Source: an optimization exercise on an open RTL-to-GDS flow (aim: small area, a short achievable clock period and few clock cycles). Production flows keep margins and buffers that such runs may drop.
RTL that was checked went through simulation tests only; none was proved equivalent to the original.
Power and IR drop assume default switching activity.

try-fjord:
Design text_command_line_parser_top, start of the top module:
module text_command_line_parser_top #(
    parameter int MAX_LINE_CHARS = 63
) (
    input  logic        clk,
    input  logic        rst_n,
    input  logic        rx_valid,
    output logic        rx_ready,
    input  logic [7:0]  rx_byte,
    output logic        cmd_valid,
    input  logic        cmd_ready,
    output logic [1:0]  cmd_kind,
    output logic [31:0] pitch_centideg,
    output logic [31:0] turn_rate_hz
);
For scale: about 80 I/O pins.
==> flow/config.mk <==
export PLATFORM = sky130hd
export DESIGN_NAME = text_command_line_parser_top
export DESIGN_NICKNAME = text_command_line_parser_top
export VERILOG_FILES = /design/flow/design.v
export SDC_FILE = /design/flow/constraint.sdc
export NUM_CORES = 4
export LEC_CHECK = 0
export CAP_MARGIN = 20
export CORE_MARGIN = 2
export CORE_UTILIZATION = 40
export SLEW_MARGIN = 20
==> flow/constraint.sdc <==
create_clock -name core_clock -period 12.0 [get_ports {clk}]
set_input_delay 2.4000 -clock core_clock [delete_from_list [all_inputs] [get_ports {clk}]]
set_output_delay 2.4000 -clock core_clock [all_outputs]
set_load 0.01 [all_outputs]
standard.sh (not shown) runs the stock make flow with config.mk's settings and CLKGATE_MAP_FILE= SYNTH_SCRIPT=/design/flow/synth_recipe.tcl, a recipe that flattens the netlist after the stock synthesis.
==> flow/flow/run.sh <==
#!/bin/bash
# Standard ORFS layout (same SDC and clock period). Ports get buf_1 buffers, and
# timing repair aims for setup slack 7.5 ns at the design's period.
set -euo pipefail
bash standard.sh "BUFFER_PORTS_ARGS=-buffer_cell sky130_fd_sc_hd__buf_1" SETUP_SLACK_MARGIN=7.5  finish > standard_flow.log 2>&1
Every stage of the flow completed for try-fjord, and the final layout passed the timing, DRC and antenna checks.
diff inputs: try-fjord => try-harbor
==> flow/flow/run.sh <==
#!/bin/bash
# Standard ORFS layout (same SDC and clock period). Ports get buf_2 buffers instead of
# the default pick, and timing repair aims for setup slack 8.5 ns at the design's period.
set -euo pipefail
bash standard.sh "BUFFER_PORTS_ARGS=-buffer_cell sky130_fd_sc_hd__buf_2" SETUP_SLACK_MARGIN=8.5 finish > standard_flow.log 2>&1
- Routed length on met1 went up by a few percent going from try-fjord to try-harbor.
- Delta(internal power contribution, try-harbor - try-fjord) > 0
- sky130_fd_sc_hd__dfrtp_2 as the highest-delay cell along the critical path was reported by try-harbor, and sky130_fd_sc_hd__fa_1 by try-fjord.
- try-harbor ended up with a higher utilization than try-fjord did.
- try-harbor ended up with sky130_fd_sc_hd__nand2_1 as its most common library cell in the layout ignoring fill and taps; try-fjord ended up with sky130_fd_sc_hd__buf_1.
The following lists how try-quartz was set up differently from try-harbor:
==> flow/flow/run.sh <==
#!/bin/bash
# Standard ORFS layout (same SDC and clock period). Ports get buf_2 buffers instead of
# the default pick, and timing repair aims for setup slack 7.5 ns at the design's period.
set -euo pipefail
bash standard.sh "BUFFER_PORTS_ARGS=-buffer_cell sky130_fd_sc_hd__buf_2" SETUP_SLACK_MARGIN=7.5 finish > standard_flow.log 2>&1
Results
Looking at remaining max-slew budget at the tightest pin, try-quartz sits 11 points higher than try-harbor does. | sequential cell count | try-harbor vs try-quartz | ≈ equal |. From try-harbor to try-quartz the numbers moved as follows: clock network fraction of design power now larger, register-to-register slack now smaller, largest clock skew in the final design comparable. try-quartz ends up with a core utilization that is 4.7 points lower than in try-harbor. try-quartz reports a lower worst setup slack than try-harbor does. Of the two values seen for most common cell after layout, fill and taps aside, sky130_fd_sc_hd__nand2_1 was produced by try-harbor and sky130_fd_sc_hd__buf_2 by try-quartz. Lower clock-buffer cell count among try-quartz and try-harbor: try-harbor. Of try-quartz and try-harbor, the run reporting the lower total inserted antenna cells was try-harbor.
Relative to try-quartz, the following input files were edited for try-violet:
==> flow/flow/run.sh <==
#!/bin/bash
# Standard ORFS layout (same SDC and clock period). Ports get buf_1 buffers, and
# timing repair aims for setup slack 7.5 ns at the design's period.
set -euo pipefail
bash standard.sh "BUFFER_PORTS_ARGS=-buffer_cell sky130_fd_sc_hd__buf_1" SETUP_SLACK_MARGIN=7.5 "CTS_BUF_LIST=sky130_fd_sc_hd__clkbuf_4 sky130_fd_sc_hd__clkbuf_8" finish > standard_flow.log 2>&1
## What came out
When try-violet is set beside try-quartz, its number of clock-tree buffers in the layout turns out to be 1 smaller.
The share of power burned in the clock network of try-violet is lower than that of try-quartz.
Of try-violet and try-quartz, the lower utilization belongs to try-violet.
No functional check of the RTL was part of any run of this note.

========
Setup of north:
text_command_line_parser_top, a different RTL version from the one above (not shown whole).
Size: about 70 flip-flops, roughly 80 I/O pins, about 0.0063 mm² of cells after synthesis.
==> flow/config.mk <==
export PLATFORM = sky130hd
export DESIGN_NAME = text_command_line_parser_top
export DESIGN_NICKNAME = text_command_line_parser_top
export VERILOG_FILES = /design/flow/design.v
export SDC_FILE = /design/flow/constraint.sdc
export NUM_CORES = 4
export LEC_CHECK = 0
export ABC_AREA = 1
export CAP_MARGIN = 20
export CORE_MARGIN = 2
export CORE_UTILIZATION = 60
export SLEW_MARGIN = 20
==> flow/constraint.sdc <==
create_clock -name core_clock -period 12.0 [get_ports {clk}]
set_input_delay 2.4000 -clock core_clock [delete_from_list [all_inputs] [get_ports {clk}]]
set_output_delay 2.4000 -clock core_clock [all_outputs]
set_load 0.01 [all_outputs]
==> flow/flow/run.sh <==
#!/bin/bash
# Standard ORFS layout (same SDC and clock period). Ports get buf_2 buffers, and
# timing repair aims for setup slack 8.5 ns at the design's period.
set -euo pipefail
bash standard.sh "BUFFER_PORTS_ARGS=-buffer_cell sky130_fd_sc_hd__buf_2" SETUP_SLACK_MARGIN=8.5 finish > standard_flow.log 2>&1
Testbench counts of north, summed over its fixed seeds: cycles 40,726.
[inputs] south vs north
- removing ABC_AREA (formerly 1)
- changing CORE_UTILIZATION from 60 to 40
-- flow/flow/run.sh --
<<< north, line 5
bash standard.sh "BUFFER_PORTS_ARGS=-buffer_cell sky130_fd_sc_hd__buf_2" SETUP_SLACK_MARGIN=8.5 finish > standard_flow.log 2>&1
>>> south, line 5
bash standard.sh "BUFFER_PORTS_ARGS=-buffer_cell sky130_fd_sc_hd__buf_2" SETUP_SLACK_MARGIN=8.5 CORE_UTILIZATION=60 "CTS_ARGS=-sink_clustering_enable -repair_clock_nets -dont_use_dummy_load -sink_clustering_size 40 -sink_clustering_max_diameter 300 -sink_clustering_levels 1" finish > standard_flow.log 2>&1
## What came out
- Compared to north, the router laid down more metal wire for south.
- Floorplan check, south vs north: die outline smaller in south
- Clock skew: south higher than north
- Looking at end point of the critical path, the turn_rate_hz[31] result is from south; the turn_rate_hz[29] one comes from north.
- The final reports for south and north show number of instances on the worst hold path lower in the former.
- Diff north -> south: met2 routed wirelength went down 7.8%; relative contribution of combinational cells to total power went down 9.4 points.
Setup changes, south to east
==> flow/flow/run.sh <==
#!/bin/bash
# Standard ORFS layout (same SDC and clock period). Ports get buf_1 buffers, and
# timing repair aims for setup slack 8.5 ns at the design's period.
set -euo pipefail
bash standard.sh "BUFFER_PORTS_ARGS=-buffer_cell sky130_fd_sc_hd__buf_1" SETUP_SLACK_MARGIN=8.5 CORE_UTILIZATION=60 finish > standard_flow.log 2>&1
==> summary.txt <==
east vs. south: transition time of the tightest slew-check pin +0.059 ns; final core utilization +2.8 points.
Power spent charging and discharging nets for east is higher than for south.
Total power, south and east, lower one = south.
east and south ended up with roughly the same worst-skew pair later-pin latency.
Of east and south, it is east that has the lower maximum clock rate.
Here is what was changed in the inputs of west compared with east.
==> flow/flow/run.sh <==
#!/bin/bash
# Standard ORFS layout (same SDC and clock period). Ports get buf_2 buffers, and
# timing repair aims for setup slack 8.7 ns at the design's period.
set -euo pipefail
bash standard.sh "BUFFER_PORTS_ARGS=-buffer_cell sky130_fd_sc_hd__buf_2" SETUP_SLACK_MARGIN=8.7 CORE_UTILIZATION=60 finish > standard_flow.log 2>&1
### Flow results
Compared with east, west shows a higher register cell area after layout. From east to west the numbers moved as follows: worst hold path cell count rose 1; standby leakage power went up. Comparing west and east, weighted congestion reported at the end of routability-driven placement is lower on east. Going from east to west, the met1 routed wirelength after detailed routing was found to have gone down by 3.6%. Between east and west, maximum number of pins on one net before global-route repair decreased. Relative to east, the part of the total power dissipated in combinational logic of west is higher by 1.4 points. Sequential fraction of total cell area for west: 0.35 points down relative to east. Compared with east, final design instance area without fill in west increased by a few percent. Clock power, west and east, lower one = west.

========
== rev 12 ==
Another version of the RTL of text_command_line_parser_top (not shown whole).
Size in the first run: roughly 880 cells after synthesis, ~62 flip-flops, about 80 I/O pins, about 6700 µm² of cells after synthesis.
clock: 12.0 ns
lec_check: 0
cap_margin: 20
core_margin: 2
core_utilization: 40
slew_margin: 20
==> flow/flow/run.sh <==
#!/bin/bash
# Standard ORFS layout, with timing repair aiming for setup slack well above the
# period's (same SDC, same clock period; only repair_timing's -setup_margin differs).
set -euo pipefail
MARGIN=$(cat flow/margin.txt 2>/dev/null || echo 8.8)
bash standard.sh SETUP_SLACK_MARGIN=$MARGIN finish > standard_flow.log 2>&1
==> flow/flow/margin.txt <==
8.8
Edits applied to the flow inputs when going from rev 12 to rev 13:
==> flow/run.sh (new file) <==
#!/bin/bash
# synth_recipe.tcl (not shown) runs the flow's synth.tcl, then flattens the netlist and writes it again
# the make line also repeats each setting of config.mk as NAME=value (left out here)
make -C /OpenROAD-flow-scripts/flow DESIGN_CONFIG=/design/flow/config.mk WORK_HOME=/design/flow/orfs CLKGATE_MAP_FILE= SYNTH_SCRIPT=/design/flow/synth_recipe.tcl finish
removed: flow/flow/run.sh
removed: flow/flow/margin.txt
removed: flow/standard.sh
==> comparison <==
Power per unit of standard cell area | rev 13 above rev 12. Rev 12 ended up with b[2] as its launching instance or port of the critical path; rev 13 ended up with scl[0]. On number of I/O pins, rev 13 and rev 12 are neck and neck. The lower fraction of area in multi-input gates of rev 13 and rev 12 is in rev 12. [compare] base=rev 12 new=rev 13: final-layout worst hold slack has decreased; instance area after placement has decreased; number of stages on the worst setup path picked up an extra 1. Global-route usage: rev 13 and rev 12 compared, higher one is rev 12. Diff rev 13 and rev 12: total wire length lower in rev 13. The run showing the greater wire length of the first global-routing pass is rev 12. Compared to rev 12, rev 13 has design area 3600 µm² lower.
Function was not checked in any run of this note: the RTL went through the layout flow alone.

========
Another version of the RTL of text_command_line_parser_top (not shown whole).
For scale: ~70 flip-flops.
Design text_command_line_parser_top, start of the top module:
module text_command_line_parser_top #(
    parameter int MAX_LINE_CHARS = 63
) (
    input  logic        clk,
    input  logic        rst_n,
    input  logic        rx_valid,
    output logic        rx_ready,
    input  logic [7:0]  rx_byte,
    output logic        cmd_valid,
    input  logic        cmd_ready,
    output logic [1:0]  cmd_kind,
    output logic [31:0] pitch_centideg,
    output logic [31:0] turn_rate_hz
);
export LEC_CHECK = 0
export CAP_MARGIN = 20
export CORE_MARGIN = 2
export CORE_UTILIZATION = 40
export SLEW_MARGIN = 20
create_clock -name core_clock -period 12.0 [get_ports {clk}]
==> flow/flow/run.sh <==
#!/bin/bash
# Standard ORFS layout (same SDC and clock period). Ports get buf_2 buffers, and
# timing repair aims for setup slack 8.5 ns at the design's period.
set -euo pipefail
bash standard.sh "BUFFER_PORTS_ARGS=-buffer_cell sky130_fd_sc_hd__buf_2" SETUP_SLACK_MARGIN=8.5 CORE_UTILIZATION=67 finish > standard_flow.log 2>&1
Testbench counts at the start, summed over its fixed seeds: cycles 40,726.
Rerun with:
==> flow/flow/run.sh (replaced) <==
#!/bin/bash
# Standard ORFS layout (same SDC and clock period). Ports get buf_2 buffers, and
# timing repair aims for setup slack 8.5 ns at the design's period.
set -euo pipefail
bash standard.sh "BUFFER_PORTS_ARGS=-buffer_cell sky130_fd_sc_hd__buf_2" SETUP_SLACK_MARGIN=8.5 CORE_UTILIZATION=75 finish > standard_flow.log 2>&1
The changed run aborted during 5_1_grt.
Synthesized cell count stays the same.
Area after synthesis does not change.
Rerun with:
==> flow/flow/run.sh (replaced) <==
#!/bin/bash
# Standard ORFS layout (same SDC and clock period). Ports get buf_2 buffers, and
# timing repair aims for setup slack 8.5 ns at the design's period.
set -euo pipefail
bash standard.sh "BUFFER_PORTS_ARGS=-buffer_cell sky130_fd_sc_hd__buf_2" SETUP_SLACK_MARGIN=8.5  finish > standard_flow.log 2>&1
=> The changed run finished clean; area after synthesis stays the same; synthesized cell count is unchanged.

========
Another version of the RTL of text_command_line_parser_top (not shown whole).
==> flow/config.mk <==
export PLATFORM = sky130hd
export DESIGN_NAME = text_command_line_parser_top
export DESIGN_NICKNAME = text_command_line_parser_top
export VERILOG_FILES = /design/flow/design.v
export SDC_FILE = /design/flow/constraint.sdc
export NUM_CORES = 4
export LEC_CHECK = 0
export CAP_MARGIN = 20
export CORE_MARGIN = 2
export CORE_UTILIZATION = 40
export SLEW_MARGIN = 20
==> flow/constraint.sdc <==
create_clock -name core_clock -period 12.0 [get_ports {clk}]
set_input_delay 2.4000 -clock core_clock [delete_from_list [all_inputs] [get_ports {clk}]]
set_output_delay 2.4000 -clock core_clock [all_outputs]
set_load 0.01 [all_outputs]
==> flow/flow/run.sh <==
#!/bin/bash
# Standard ORFS layout (same SDC and clock period). Ports get buf_2 buffers, and
# timing repair aims for setup slack 8.5 ns at the design's period.
set -euo pipefail
bash standard.sh "BUFFER_PORTS_ARGS=-buffer_cell sky130_fd_sc_hd__buf_2" SETUP_SLACK_MARGIN=8.5 CORE_UTILIZATION=60 PLACE_DENSITY=0.8 "CTS_ARGS=-sink_clustering_enable -repair_clock_nets -dont_use_dummy_load -sink_clustering_size 40 -sink_clustering_max_diameter 300 -sink_clustering_levels 1" finish > standard_flow.log 2>&1
Testbench counts at the start, summed over its fixed seeds: cycles 40,726.
==> next run, changes <==
==> flow/flow/run.sh (replaced) <==
#!/bin/bash
# Standard ORFS layout (same SDC and clock period). Ports get buf_2 buffers, and
# timing repair aims for setup slack 8.7 ns at the design's period.
set -euo pipefail
bash standard.sh "BUFFER_PORTS_ARGS=-buffer_cell sky130_fd_sc_hd__buf_2" SETUP_SLACK_MARGIN=8.7 CORE_UTILIZATION=60 "CTS_ARGS=-sink_clustering_enable -repair_clock_nets -dont_use_dummy_load -sink_clustering_size 40 -sink_clustering_max_diameter 300 -sink_clustering_levels 1" finish > standard_flow.log 2>&1
Effect: The changed run produced a clean layout; count of clock-buffer cells in the layout is unchanged; area after synthesis stays the same; sequential share of layout area is lower by 0.63 points; final cell count is higher slightly; power is higher slightly.

========
text_command_line_parser_top, a different RTL version from the one above (not shown whole).
For scale: ~770 cells after synthesis, roughly 67 flip-flops, about 80 I/O pins, roughly 0.0062 mm^2 of cells after synthesis.
export LEC_CHECK = 0
export CAP_MARGIN = 20
export CORE_MARGIN = 2
export CORE_UTILIZATION = 40
export SLEW_MARGIN = 20
create_clock -name core_clock -period 12.0 [get_ports {clk}]
==> flow/flow/run.sh <==
#!/bin/bash
# Standard ORFS layout (same SDC and clock period). Ports get buf_2 buffers, and
# timing repair aims for setup slack 9.0 ns at the design's period.
set -euo pipefail
bash standard.sh "BUFFER_PORTS_ARGS=-buffer_cell sky130_fd_sc_hd__buf_2" SETUP_SLACK_MARGIN=9.0 "CTS_BUF_LIST=sky130_fd_sc_hd__clkbuf_4 sky130_fd_sc_hd__clkbuf_8" finish > standard_flow.log 2>&1
Then changed:
==> flow/flow/run.sh (replaced) <==
#!/bin/bash
# Standard ORFS layout (same SDC and clock period). Ports get buf_2 buffers, and
# timing repair aims for setup slack 8.5 ns at the design's period.
set -euo pipefail
bash standard.sh "BUFFER_PORTS_ARGS=-buffer_cell sky130_fd_sc_hd__buf_2" SETUP_SLACK_MARGIN=8.5 "CTS_BUF_LIST=sky130_fd_sc_hd__clkbuf_4 sky130_fd_sc_hd__clkbuf_8" finish > standard_flow.log 2>&1
Wire length is lower by a few percent.
Global-route usage is lower by 1.4 points.
Via count is lower by a few percent.
No run of this note included a check of the RTL's function; only the layout flow was run.

afterwards: timing with drivers on the ports:
The flow's constraints put no driver on any port. The routed layouts listed below were extracted and timed again, unchanged, in two steps.
Step 1, drivers: a clkbuf_16 drives clk and a buf_2 each remaining input, both assumed.
Step 2 times the ports against the registers' clock, not the clock port: input delays grow and output delays shrink by t, the midpoint of the rising clock arrivals with the driver on.
Slacks: ideal ports / drivers / drivers and shift; pairs: ideal ports / drivers.
run	t, ns	setup WS [ns]	worst hold slack (ns)	clock arrival spread, ns
try-fjord	0.384	7.753 / 7.753 / 7.753	0.496 / 0.496 / 0.496	0.010 / 0.010
try-harbor	0.382	8.112 / 8.112 / 8.112	0.499 / 0.499 / 0.499	0.008 / 0.008
try-quartz	0.384	7.833 / 7.790 / 7.833	0.504 / 0.504 / 0.504	0.006 / 0.006
try-violet	0.393	7.762 / 7.762 / 7.762	0.501 / 0.501 / 0.501	0.013 / 0.014
north	0.414	8.416 / 8.382 / 8.774	0.523 / 0.523 / 0.523	0.014 / 0.014
south	0.382	8.499 / 8.463 / 8.624	0.473 / 0.473 / 0.473	0.021 / 0.021
east	0.395	8.401 / 8.364 / 8.714	0.492 / 0.492 / 0.492	0.017 / 0.017
west	0.394	8.461 / 8.426 / 8.820	0.539 / 0.539 / 0.539	0.008 / 0.009
rev 12	0.392	7.837 / 7.837 / 7.837	0.524 / 0.524 / 0.524	0.010 / 0.010
rev 13	0.386	6.542 / 6.542 / 6.542	0.481 / 0.481 / 0.481	0.006 / 0.006
the first run of note 4	0.384	8.331 / 8.308 / 8.331	0.531 / 0.531 / 0.531	0.014 / 0.014
the third run of note 4	0.384	8.348 / 8.309 / 8.512	0.496 / 0.496 / 0.496	0.007 / 0.008
the first run of note 5	0.373	8.510 / 8.475 / 8.663	0.481 / 0.481 / 0.481	0.033 / 0.033
the second run of note 5	0.384	8.520 / 8.487 / 8.775	0.539 / 0.539 / 0.539	0.019 / 0.019
the first run of note 6	0.408	8.296 / 8.261 / 8.669	0.512 / 0.512 / 0.512	0.012 / 0.012
the second run of note 6	0.406	8.251 / 8.213 / 8.620	0.511 / 0.511 / 0.511	0.031 / 0.031
After both steps every run listed still meets setup and hold.
